From an optimization exercise on the open Yosys and OpenROAD flow, aimed at small area; shortcuts taken in it are not production practice. Only simulation tests tie the RTL to the original design; equivalence was not proved. No driver is modelled on the clock port, so clocking that relies on it looks cheaper here than on a real chip. No activity file was given, so power comes from the tool's default toggle rates.

Setup of garnet:
## ebpf_data_mem
module ebpf_data_mem #(
    parameter int DEPTH_LOG2  = 5,
    parameter int BYTE_ADDR_W = 64
) (
    input  logic                   clk,
    input  logic                   rst,
    input  logic                   req_valid,
    output logic                   req_ready,
    input  logic                   req_write,
    input  logic                   req_xadd,
    input  logic [1:0]             req_size,
    input  logic [BYTE_ADDR_W-1:0] req_addr,
    input  logic [63:0]            req_wdata,
    output logic                   rsp_valid,
    output logic [63:0]            rsp_rdata,
    output logic                   rsp_err
);
Settings: LEC_CHECK=0, CAP_MARGIN=20, CORE_MARGIN=2, CORE_UTILIZATION=40, CTS_CLUSTER_DIAMETER=80, CTS_CLUSTER_SIZE=20, SLEW_MARGIN=20, SYNTH_HIERARCHICAL=1; clock period 12.0 ns.
run.sh (not shown) runs the stock make flow with config.mk's settings and CLKGATE_MAP_FILE= SYNTH_SCRIPT=/design/flow/synth_recipe.tcl, a recipe that flattens the netlist after the stock synthesis.
Setup changes, garnet to onyx
# garnet
export LEC_CHECK = 0
export CAP_MARGIN = 20
export CORE_MARGIN = 2
export CORE_UTILIZATION = 40
export CTS_CLUSTER_DIAMETER = 80
export CTS_CLUSTER_SIZE = 20
export SLEW_MARGIN = 20
export SYNTH_HIERARCHICAL = 1
create_clock -name core_clock -period 12.0 [get_ports {clk}]
# onyx
export LEC_CHECK = 0
export CAP_MARGIN = 40
export CORE_MARGIN = 2
export CORE_UTILIZATION = 40
export SLEW_MARGIN = 20
export SYNTH_HIERARCHICAL = 1
create_clock -name core_clock -period 12.0 [get_ports {clk}]
==> flow/flow/run.sh (new file) <==
#!/bin/bash
# Standard layout with two changes: the port buffers use the smallest
# buffer cell, and clock tree synthesis clusters at most 20 sinks within
# 80 um per leaf buffer without inserting dummy loads.
set -euo pipefail
bash standard.sh \
  BUFFER_PORTS_ARGS="-buffer_cell sky130_fd_sc_hd__buf_1" \
  CTS_ARGS="-sink_clustering_enable -repair_clock_nets -dont_use_dummy_load -sink_clustering_size 20 -sink_clustering_max_diameter 80" \
  finish > standard.log 2>&1
==> flow/standard.sh (new file) <==
#!/bin/bash
# synth_recipe.tcl (not shown) runs the flow's synth.tcl, then flattens the netlist and writes it again
# the make line also repeats each setting of config.mk as NAME=value (left out here)
make -C /OpenROAD-flow-scripts/flow DESIGN_CONFIG=/design/flow/config.mk WORK_HOME=/design/flow/orfs CLKGATE_MAP_FILE= SYNTH_SCRIPT=/design/flow/synth_recipe.tcl "${@:-finish}"
removed: flow/run.sh
==> comparison <==
Length in cells of the worst reg-to-reg path in onyx is 3 lower than in garnet
Compare onyx and garnet | area added between synthesis and finish lower: onyx
Number of clock buffer instances in the layout of onyx falls short of that of garnet by more than 10%.
Going from garnet to onyx, global-route wire length before repair now sits lower; share of the core filled with cells decreased by 0.49 points relative to the old numbers; total length of routed wires about even; delay contributed by the slowest stage of the critical path rose 150 ps; worst clock skew on the final layout picked up an extra 66 ps.
Going from garnet to onyx, sequential share of layout area picked up an extra 0.75 points; clock input transition at the sequential cells of the worst setup and hold paths neither gained nor lost much.


The RTL this note starts from:
==> flow/design.v <==
module ebpf_data_mem #(
    parameter int DEPTH_LOG2  = 5,
    parameter int BYTE_ADDR_W = 64
) (
    input  logic                   clk,
    input  logic                   rst,
    input  logic                   req_valid,
    output logic                   req_ready,
    input  logic                   req_write,
    input  logic                   req_xadd,
    input  logic [1:0]             req_size,
    input  logic [BYTE_ADDR_W-1:0] req_addr,
    input  logic [63:0]            req_wdata,
    output logic                   rsp_valid,
    output logic [63:0]            rsp_rdata,
    output logic                   rsp_err
);
    localparam int DEPTH = 1 << DEPTH_LOG2;
    localparam int TOP   = DEPTH_LOG2 + 3;
    logic [63:0] mem_q [DEPTH];
    logic [DEPTH_LOG2-1:0] idx;
    logic [2:0]            lane;
    logic                  misaligned;
    logic                  out_of_range;
    logic                  req_err;
    logic                  accept;
    logic                  go_xadd;
    logic                  xc;           
    assign idx  = req_addr[DEPTH_LOG2+2:3];
    assign lane = req_addr[2:0];
    always_comb begin
        case (req_size)
            2'd0:    misaligned = 1'b0;
            2'd1:    misaligned = lane[0];
            2'd2:    misaligned = |lane[1:0];
            default: misaligned = |lane;
        endcase
    end
    assign out_of_range = |req_addr[BYTE_ADDR_W-1:TOP];
    assign req_err   = misaligned | out_of_range | (req_xadd & ~req_size[1]);
    assign req_ready = ~xc & ~rst;
    assign accept    = req_valid & req_ready;
    assign go_xadd   = accept & req_xadd & ~req_err;
    logic [63:0] wd_al;
    always_comb begin
        for (int j = 0; j < 8; j++) begin
            case (req_size)
                2'd0:    wd_al[8*j +: 8] = req_wdata[8*(j & 0) +: 8];
                2'd1:    wd_al[8*j +: 8] = req_wdata[8*(j & 1) +: 8];
                2'd2:    wd_al[8*j +: 8] = req_wdata[8*(j & 3) +: 8];
                default: wd_al[8*j +: 8] = req_wdata[8*(j & 7) +: 8];
            endcase
        end
    end
    logic [DEPTH_LOG2-1:0] x_idx;
    logic                  x_hi;         
    logic                  x_dw;         
    logic [63:0]           x_add;
    always_ff @(posedge clk) begin
        x_idx <= idx;
        x_hi  <= lane[2];
        x_dw  <= req_size[0];
        x_add <= wd_al;
    end
    always_ff @(posedge clk) begin
        if (rst) xc <= 1'b0;
        else     xc <= go_xadd;
    end
    logic [DEPTH_LOG2-1:0] a_idx;
    logic [2:0]            a_lane;
    logic [1:0]            a_size;
    logic                  rd_en;
    logic                  wr_en;
    assign a_idx  = xc ? x_idx : idx;
    assign a_lane = xc ? {x_hi, 2'b00} : lane;
    assign a_size = xc ? {1'b1, x_dw} : req_size;
    assign rd_en = (xc & ~rst) | (accept & ~req_write & ~req_xadd & ~req_err);
    assign wr_en = (xc & ~rst) | (accept &  req_write & ~req_xadd & ~req_err);
    logic [7:0] be;
    always_comb begin
        for (int j = 0; j < 8; j++) begin
            case (a_size)
                2'd0:    be[j] = (a_lane == 3'(j));
                2'd1:    be[j] = (a_lane[2:1] == 2'(j >> 1));
                2'd2:    be[j] = (a_lane[2] == 1'(j >> 2));
                default: be[j] = 1'b1;
            endcase
        end
    end
    logic [3:0]       pre_lo_r;
    logic [3:0]       pre_lo_w;
    logic [7:0]       pre_hi;
    logic [DEPTH-1:0] rsel;      
    logic [DEPTH-1:0] wsel_n;    
    always_comb begin
        for (int i = 0; i < 4; i++) begin
            pre_lo_r[i] = (a_idx[1:0] == 2'(i)) & rd_en;
            pre_lo_w[i] = (a_idx[1:0] == 2'(i)) & wr_en;
        end
        for (int i = 0; i < 8; i++) pre_hi[i] = (a_idx[4:2] == 3'(i));
        for (int w = 0; w < DEPTH; w++) begin
            rsel[w]   =   pre_lo_r[w % 4] & pre_hi[w / 4];
            wsel_n[w] = ~(pre_lo_w[w % 4] & pre_hi[w / 4]);
        end
    end
    localparam int NG = (DEPTH + 2) / 3;
    logic [63:0] grp_n [NG];
    for (genvar g = 0; g < NG; g++) begin : g_rd
        for (genvar i = 0; i < 64; i++) begin : g_bit
            if (3*g + 2 < DEPTH) begin : g3
                ebpf_dmem_aoi222 u_aoi (
                    .a0(mem_q[3*g][i]),   .s0(rsel[3*g]),
                    .a1(mem_q[3*g+1][i]), .s1(rsel[3*g+1]),
                    .a2(mem_q[3*g+2][i]), .s2(rsel[3*g+2]),
                    .y_n(grp_n[g][i])
                );
            end else begin : g2
                ebpf_dmem_aoi22 u_aoi (
                    .a0(mem_q[3*g][i]),   .s0(rsel[3*g]),
                    .a1(mem_q[3*g+1][i]), .s1(rsel[3*g+1]),
                    .y_n(grp_n[g][i])
                );
            end
        end
    end
    logic [63:0] port;
    always_comb begin
        port = 64'h0;
        for (int g = 0; g < NG; g++) port = port | ~grp_n[g];
    end
    logic [32:0] sum_lo;
    logic [31:0] sum_hi;
    assign sum_lo = {1'b0, port[31:0]} + {1'b0, x_add[31:0]};
    assign sum_hi = port[63:32] + x_add[63:32] + {31'b0, sum_lo[32] & x_dw};
    logic [63:0] col;
    assign col = xc ? {sum_hi, sum_lo[31:0]} : wd_al;
    logic [7:0] be_n;
    assign be_n = ~be;
    logic [7:0] we [DEPTH];
    for (genvar w = 0; w < DEPTH; w++) begin : g_we
        for (genvar b = 0; b < 8; b++) begin : g_b
            ebpf_dmem_nor2 u_we (.a(wsel_n[w]), .b(be_n[b]), .y(we[w][b]));
        end
    end
    always_ff @(posedge clk) begin
        for (int w = 0; w < DEPTH; w++)
            for (int b = 0; b < 8; b++)
                if (we[w][b]) mem_q[w][8*b +: 8] <= col[8*b +: 8];
    end
    logic [7:0]  rd_b0;
    logic [7:0]  rd_b1;
    logic [63:0] rd_al;
    always_comb begin
        rd_b0 = 8'h0;
        for (int l = 0; l < 8; l++)
            rd_b0 = rd_b0 | (port[8*l +: 8] & {8{a_lane == 3'(l)}});
    end
    always_comb begin
        rd_b1 = 8'h0;
        for (int l = 0; l < 4; l++)
            rd_b1 = rd_b1 | (port[16*l + 8 +: 8] & {8{a_lane[2:1] == 2'(l)}});
    end
    assign rd_al[7:0]   = rd_b0;
    assign rd_al[15:8]  = rd_b1 & {8{a_size != 2'd0}};
    assign rd_al[31:16] = ((port[31:16] & {16{~a_lane[2]}}) | (port[63:48] & {16{a_lane[2]}}))
                          & {16{a_size[1]}};
    assign rd_al[63:32] = port[63:32] & {32{a_size == 2'd3}};
    logic resp;
    assign resp = (accept & ~go_xadd) | (xc & ~rst);
    always_ff @(posedge clk) begin
        rsp_valid <= resp;
        if (rst | resp) begin
            rsp_rdata <= rd_al;
            rsp_err   <= accept & req_err;
        end
    end
endmodule
module ebpf_dmem_aoi222 (
    input  logic a0, s0, a1, s1, a2, s2,
    output logic y_n
);
    assign y_n = ~((a0 & s0) | (a1 & s1) | (a2 & s2));
endmodule
module ebpf_dmem_aoi22 (
    input  logic a0, s0, a1, s1,
    output logic y_n
);
    assign y_n = ~((a0 & s0) | (a1 & s1));
endmodule
module ebpf_dmem_nor2 (
    input  logic a, b,
    output logic y
);
    assign y = ~(a | b);
endmodule
clock: 12.0 ns
lec_check: 0
cap_margin: 40
core_margin: 2
core_utilization: 40
cts_cluster_diameter: 80
cts_cluster_size: 20
slew_margin: 20
synth_hierarchical: 1
Stock flow here: none of the scripts above is used.
The baseline went through all stages and came out clean.
Change:
==> flow/flow/run.sh (new file) <==
#!/bin/bash
# Standard layout with these changes:
#  - port buffers use the smallest buffer cell;
#  - clock tree synthesis clusters at most 20 sinks within 80 um per leaf
#    buffer, without dummy loads;
#  - after CTS, clock buffers are downsized where the clock-pin slew stays
#    low (flow/clkdown.tcl);
#  - power recovery (gate downsizing off the critical paths) after global
#    routing.
set -euo pipefail
ARGS=(
  BUFFER_PORTS_ARGS="-buffer_cell sky130_fd_sc_hd__buf_1"
  CTS_ARGS="-sink_clustering_enable -repair_clock_nets -dont_use_dummy_load -sink_clustering_size 20 -sink_clustering_max_diameter 80"
  RECOVER_POWER=100
)
bash standard.sh "${ARGS[@]}" cts > standard_cts.log 2>&1
R=orfs/results/sky130hd/ebpf_data_mem/base
IN=$R/4_cts.odb OUT=$R/4_cts.odb SDC=$R/4_cts.sdc LIM=0.094 \
  openroad -no_init -exit flow/clkdown.tcl > clkdown.log 2>&1
bash standard.sh "${ARGS[@]}" finish > standard_finish.log 2>&1
==> flow/flow/clkdown.tcl (new file) <==
# Downsize clock tree buffers (clkbuf_16 -> 8 -> 4) one at a time, keeping
# each change only while the worst flip-flop clock-pin slew, estimated from
# placement, stays under LIM (ns).
set plat $::env(FLOW_HOME)/platforms/sky130hd
read_db $::env(IN)
read_liberty $plat/lib/sky130_fd_sc_hd__tt_025C_1v80.lib
read_sdc $::env(SDC)
source $plat/setRC.tcl
estimate_parasitics -placement
set_propagated_clock [all_clocks]
estimate_parasitics -placement
set lim $::env(LIM)
proc maxslew {} {
  set mx 0
  foreach p [all_registers -clock_pins -edge_triggered] {
    foreach e {rise fall} { set s [get_property $p slew_max_$e]; if {$s > $mx} {set mx $s} }
  }
  return $mx
}
puts "start max [maxslew]"
set n 0
foreach {from to} {16 8 8 4} {
  foreach inst [get_cells -filter "ref_name == sky130_fd_sc_hd__clkbuf_$from"] {
    replace_cell $inst sky130_fd_sc_hd__clkbuf_$to
    estimate_parasitics -placement
    if {[maxslew] > $lim} {
      replace_cell $inst sky130_fd_sc_hd__clkbuf_$from
      estimate_parasitics -placement
    } else { incr n }
  }
}
puts "downsized $n final max [maxslew]"
write_db $::env(OUT)
==> flow/standard.sh (new file) <==
#!/bin/bash
# synth_recipe.tcl (not shown) runs the flow's synth.tcl, then flattens the netlist and writes it again
# the make line also repeats each setting of config.mk as NAME=value (left out here)
make -C /OpenROAD-flow-scripts/flow DESIGN_CONFIG=/design/flow/config.mk WORK_HOME=/design/flow/orfs CLKGATE_MAP_FILE= SYNTH_SCRIPT=/design/flow/synth_recipe.tcl "${@:-finish}"
CAP_MARGIN = 20   (was 40)
CTS_CLUSTER_DIAMETER = not set   (was 80)
CTS_CLUSTER_SIZE = not set   (was 20)
removed: flow/run.sh
Outcome: This time the run completed and failed the layout checks on capacitance limit, slew limit; total power shrinks by 4.4%; cell area shrinks by about 4%; die area does not change; critical path depth stays the same; clock skew grows by 0.15 ns; routed wire length barely changes; sequential power stays flat; via count shrinks by 1.0%; non-clock buffer count shrinks by 141.
Change:
--- a/flow/flow/run.sh
+++ b/flow/flow/run.sh
@@ -6,5 +6,3 @@
 #  - after CTS, clock buffers are downsized where the clock-pin slew stays
-#    low (flow/clkdown.tcl);
-#  - power recovery (gate downsizing off the critical paths) after global
-#    routing.
+#    low (flow/clkdown.tcl).
 set -euo pipefail
@@ -13,3 +11,2 @@
   CTS_ARGS="-sink_clustering_enable -repair_clock_nets -dont_use_dummy_load -sink_clustering_size 20 -sink_clustering_max_diameter 80"
-  RECOVER_POWER=100
 )
@@ -17,3 +14,3 @@
 R=orfs/results/sky130hd/ebpf_data_mem/base
-IN=$R/4_cts.odb OUT=$R/4_cts.odb SDC=$R/4_cts.sdc LIM=0.094 \
+IN=$R/4_cts.odb OUT=$R/4_cts.odb SDC=$R/4_cts.sdc LIM=0.105 \
   openroad -no_init -exit flow/clkdown.tcl > clkdown.log 2>&1
=>
- The changed run went through all stages and came out clean
- area after synthesis stays the same
- sequential share of layout area drops by 0.35 points
- worst setup slack improved by 0.84 ns

[static timing again, ports no longer ideal]
Ports are ideal in the flow. The routed layouts listed here were re-timed in OpenROAD.
Step 1 (the two cells are an assumption about what drives the block):
set clk [get_ports {clk}]
set_driving_cell -lib_cell sky130_fd_sc_hd__clkbuf_16 $clk
set_driving_cell -lib_cell sky130_fd_sc_hd__buf_2 [delete_from_list [all_inputs] $clk]
Step 2 adds t to the input delays and takes it off the output delays; t is the mean of the earliest and latest rising clock arrival at the registers after step 1. Input paths then give back, and output paths get back, about the clock's delay inside the block.
Slacks: no drivers / after step 1 / after step 2; pairs: no drivers / after step 1.
| run | t (ns) | setup slack, ns | worst register clock-pin slew, ns | pins driven straight from the clock port |
|---|---|---|---|---|
| garnet | 0.899 | 0.922 / 0.977 / 0.078 | 0.09 / 0.09 | 1 |
| onyx | 0.879 | 1.188 / 1.251 / 0.372 | 0.09 / 0.09 | 1 |
| the first run of note 2 | 0.891 | 0.887 / 0.929 / 0.039 | 0.09 / 0.09 | 1 |
| the second run of note 2 | 1.355 | 0.746 / 0.797 / -0.557 | 0.09 / 0.09 | 1 |
| the third run of note 2 | 1.364 | 1.586 / 1.634 / 0.270 | 0.11 / 0.11 | 1 |
For the third run of note 2, which loses most, drivers alone change the setup slack by +0.048 ns; drivers and shift together by -1.316 ns.
